Context: an optimization exercise on an open-source flow, tuned for small area, a short achievable clock period and few clock cycles per item. The choices shown serve that exercise and are no tape-out recipe.
In this exercise RTL edits were held to simulation tests only and were not proved equivalent to the original.
No activity file was given, so power comes from the tool's default toggle rates.

Design heading_pid_steer_controller, start of the top module:
module heading_pid_steer_controller (
   input  logic                  clock,
   input  logic                  reset,
   input  logic                  req_valid,
   output logic                  req_ready,
   input  logic [OP_W-1:0]       req_op,
   input  logic [ANGLE_IN_W-1:0] req_angle_in,
   input  logic [THROTTLE_W-1:0] req_throttle_in,
   input  logic                  req_enable_in,
   output logic                  rsp_valid,
   input  logic                  rsp_ready,
   output logic [STEER_W-1:0]    rsp_steer_out,
   output logic [THROTTLE_W-1:0] rsp_throttle_out,
   output logic                  rsp_in_band,
   input  logic                  csr_wr_en,
   input  logic [CSR_IDX_W-1:0]  csr_index,
   input  logic [CSR_DATA_W-1:0] csr_wr_data
);
Size in the first run: about 4000 cells after synthesis, about 600 flip-flops, roughly 94 I/O pins, about 0.038 mm^2 of cells after synthesis.
Settings: LEC_CHECK=0, ABC_CLOCK_PERIOD_IN_PS=3500, CAP_MARGIN=20, CORE_MARGIN=2, CORE_UTILIZATION=40, CTS_CLUSTER_DIAMETER=120, CTS_CLUSTER_SIZE=24, SETUP_SLACK_MARGIN=2.2, SLEW_MARGIN=20; clock period 6.0 ns.
run.sh (not shown) runs the stock make flow with config.mk's settings and CLKGATE_MAP_FILE= SYNTH_SCRIPT=/design/flow/synth_recipe.tcl, a recipe that flattens the netlist after the stock synthesis.
The starting point finished clean.
Testbench counts at the start, summed over its fixed seeds: cycles 8,109, items 1,961.
Then changed:
- ABC_CLOCK_PERIOD_IN_PS: 3500 -> 3200
- SETUP_SLACK_MARGIN: 2.2 -> 2.4
After rerunning:
- core utilization came out higher by 1.6 points
- die area does not change
- non-clock buffer count came out higher by 74
- routed wire length came out higher by a few percent
- setup slack improved by 0.11 ns
- synthesized cell count does not change
- clock-buffer cell count came out lower by 1
- critical path depth came out higher by 1
- final cell count came out higher slightly
Then changed:
- ABC_CLOCK_PERIOD_IN_PS: 3200 -> 3500
- CTS_CLUSTER_DIAMETER: 120 -> 100
- CTS_CLUSTER_SIZE: 24 -> 20
- SETUP_SLACK_MARGIN: 2.4 -> 2.0
The new run produced a clean layout.
Final area came out lower by about 4%.
Area after synthesis is unchanged.
Via count came out lower by about 2.3%.
Clock power came out higher by about 16%.
Combinational power came out lower by about 14%.
Sequential power is about the same.
Die area does not change.
Total power came out lower by 2.7%.

========
## job 629
heading_pid_steer_controller, a different RTL version from the one above (not shown whole).
For scale: about 4200 cells after synthesis, roughly 600 flip-flops, about 39000 um^2 of cells after synthesis.
clock: 6.0 ns
lec_check: 0
abc_clock_period_in_ps: 3500
cap_margin: 20
core_margin: 2
core_utilization: 40
setup_slack_margin: 1.5
slew_margin: 20
Job 629 closes out successfully: all stages finished, all timing, DRC and antenna checks passed.
Testbench counts of job 629, summed over its fixed seeds: cycles 8,109, items 1,961.
Relative to job 629, the following input files were edited for job 2527:
Settings: a change of SETUP_SLACK_MARGIN from 1.5 to 2.5; a change of ABC_CLOCK_PERIOD_IN_PS from 3500 to 3000.
Results
Job 2527 has completed all stages; timing, DRC and antenna checks passed.
Against job 629, job 2527 comes in 8.1% higher on post-route total power.
Per the comparison of job 2527 with job 629, number of placed cells counting well taps has decreased, post-route cell area has increased, logic depth of the worst register-to-register path has increased, clock group share of total power has decreased, slew at the pin with the worst max-slew slack has decreased.
The startpoint of the worst setup timing path comes out u_ctrl.y_acc in one run and u_ctrl.acc[12] in the other, namely in job 2527 and job 629 respectively.
Here is what was changed in the inputs of job 8117 compared with job 2527.
Settings: CORE_UTILIZATION changed from 40 to 65.
==> summary.txt <==
Compared to job 2527, job 8117 has growth of design area from synthesis to finish 3.0 points lower.
On depth of the most critical reg-to-reg path, the lower figure sits with job 8117, not job 2527.
On job 8117: worst setup slack is 0.043 ns lower than what job 2527 gave.
Job 8117 vs job 2527 — post-route cell area dropped 2.5%.
Wire length improves in job 8117 relative to job 2527.
What job 2527 reported for clock power has to be multiplied by 0.867 to get the figure for job 8117.
Modified inputs, job 1061 compared to job 8117
Settings: SETUP_SLACK_MARGIN changed from 2.5 to 2.0; CORE_UTILIZATION changed from 65 to 40; ABC_CLOCK_PERIOD_IN_PS changed from 3000 to 3500.
--- outcome ---
For the cell count, job 1061 came in 8.3% higher than job 8117 did. The lower highest fanout seen on the critical path came out of job 8117. From job 1061 to job 8117, number of sinks driven by the clock tree did not move at all. Sequential share of layout area came out higher on job 1061 than on job 8117. Going from job 8117 to job 1061, the aggregate global-route resource usage was found to have gone down by 13 points. Between job 8117 and job 1061, setup slack of the critical path after layout is higher for job 1061, job 8117 comes in under that. Routed wirelength normalized by instance count in job 1061 is about 9% lower than in job 8117. Worst hold slack: job 1061 vs job 8117 up 0.022 ns. Against job 8117, job 1061 comes in 0.56 points lower on post-route clock period utilization. When the final numbers for job 8117 and job 1061 were put side by side, the part of the power in the clock network turned out to be greater in job 1061.

========
heading_pid_steer_controller, a different RTL version from the one above (not shown whole).
Size: roughly 4100 cells after synthesis, ~94 I/O pins.
==> flow/design.v (excerpt) <==
module heading_pid_steer_controller (
   input  logic                  clock,
   input  logic                  reset,
   input  logic                  req_valid,
   output logic                  req_ready,
   input  logic [OP_W-1:0]       req_op,
   input  logic [ANGLE_IN_W-1:0] req_angle_in,
   input  logic [THROTTLE_W-1:0] req_throttle_in,
   input  logic                  req_enable_in,
   output logic                  rsp_valid,
   input  logic                  rsp_ready,
   output logic [STEER_W-1:0]    rsp_steer_out,
   output logic [THROTTLE_W-1:0] rsp_throttle_out,
   output logic                  rsp_in_band,
   input  logic                  csr_wr_en,
   input  logic [CSR_IDX_W-1:0]  csr_index,
   input  logic [CSR_DATA_W-1:0] csr_wr_data
);
export LEC_CHECK = 0
export ABC_CLOCK_PERIOD_IN_PS = 3500
export CAP_MARGIN = 20
export CORE_MARGIN = 2
export CORE_UTILIZATION = 45
export CTS_CLUSTER_DIAMETER = 120
export CTS_CLUSTER_SIZE = 24
export SETUP_SLACK_MARGIN = 2.0
export SLEW_MARGIN = 20
create_clock -name core_clock -period 6.0 [get_ports {clock}]
The baseline finished clean.
Testbench counts at the start, summed over its fixed seeds: cycles 7,635, items 1,961.
Rerun with:
- ABC_CLOCK_PERIOD_IN_PS: 3500 -> 3300
- CTS_CLUSTER_DIAMETER: 120 -> 130
- CTS_CLUSTER_SIZE: 24 -> 26
- SETUP_SLACK_MARGIN: 2.0 -> 2.3
Worst hold slack loses 0.0083 ns.
Wire length went up slightly.
Clock-buffer cell count went down by 1.
Worst setup slack gains 0.19 ns.
Total power went up slightly.
Combinational power went up by a few percent.
Die area does not change.
Rerun with:
- ABC_CLOCK_PERIOD_IN_PS: 3300 -> 3000
- CTS_CLUSTER_DIAMETER: 130 -> 120
- CTS_CLUSTER_SIZE: 26 -> 24
- SETUP_SLACK_MARGIN: 2.3 -> 2.8
Sequential share of layout area is lower by 2.1 points. Global-route usage goes up by 1.0 points. Clock power is higher by about 5%.
Rerun with:
- ABC_CLOCK_PERIOD_IN_PS: 3000 -> 3300
- SETUP_SLACK_MARGIN: 2.8 -> 2.3
The changed run completed with no timing, DRC or antenna violations. Total power came out lower by 8.0%. Sequential cell count does not change. Count of clock-buffer cells in the layout came out lower by 1. Wire length came out lower by 5.3%. Synthesized cell count is unchanged. Global-route usage came out lower by 0.99 points. Clock skew is about the same. Cell area came out lower by 6.3%. Maximum frequency came out higher by about 1%. Clock power hardly moves.

==> re-timing with driven ports <==
The flow's constraints put no driver on any port. The routed layouts listed below were extracted and timed again, unchanged, in two steps. Step 1: set_driving_cell puts a clkbuf_16 on clock and a buf_2 on each other input, an assumption about the parent block. Step 2 adds t to the input delays and takes it off the output delays; t is the mean of the earliest and latest rising clock arrival at the registers after step 1. Input paths then give back, and output paths get back, about the clock's delay inside the block. Three values: ideal, step 1, step 2; two values: the first two.
run	t (ns)	setup slack, ns	latest minus earliest clock arrival (ns)	worst data-port slew with drivers (ns)
the first run of note 1	0.700	2.208 / 2.208 / 2.142	0.068 / 0.069	0.04
the second run of note 1	0.698	2.314 / 2.314 / 2.213	0.032 / 0.032	0.05
the third run of note 1	0.663	2.143 / 2.143 / 2.143	0.042 / 0.042	0.04
job 629	0.679	1.673 / 1.625 / 1.673	0.028 / 0.028	0.18
job 2527	0.675	2.023 / 2.023 / 1.935	0.038 / 0.039	0.21
job 8117	0.697	1.979 / 1.979 / 1.968	0.027 / 0.027	0.04
job 1061	0.680	2.013 / 2.013 / 1.956	0.022 / 0.022	0.19
the first run of note 3	0.691	2.121 / 2.059 / 2.126	0.047 / 0.047	0.05
the second run of note 3	0.682	2.307 / 2.307 / 2.307	0.033 / 0.032	0.06
the third run of note 3	0.708	2.255 / 2.255 / 2.255	0.039 / 0.040	0.04
the fourth run of note 3	0.691	2.294 / 2.294 / 2.294	0.041 / 0.041	0.05
After both steps setup and hold are still met in every run listed. For the second run of note 1, which loses most, drivers alone change the setup slack by 0.000 ns; drivers and shift together by -0.101 ns.
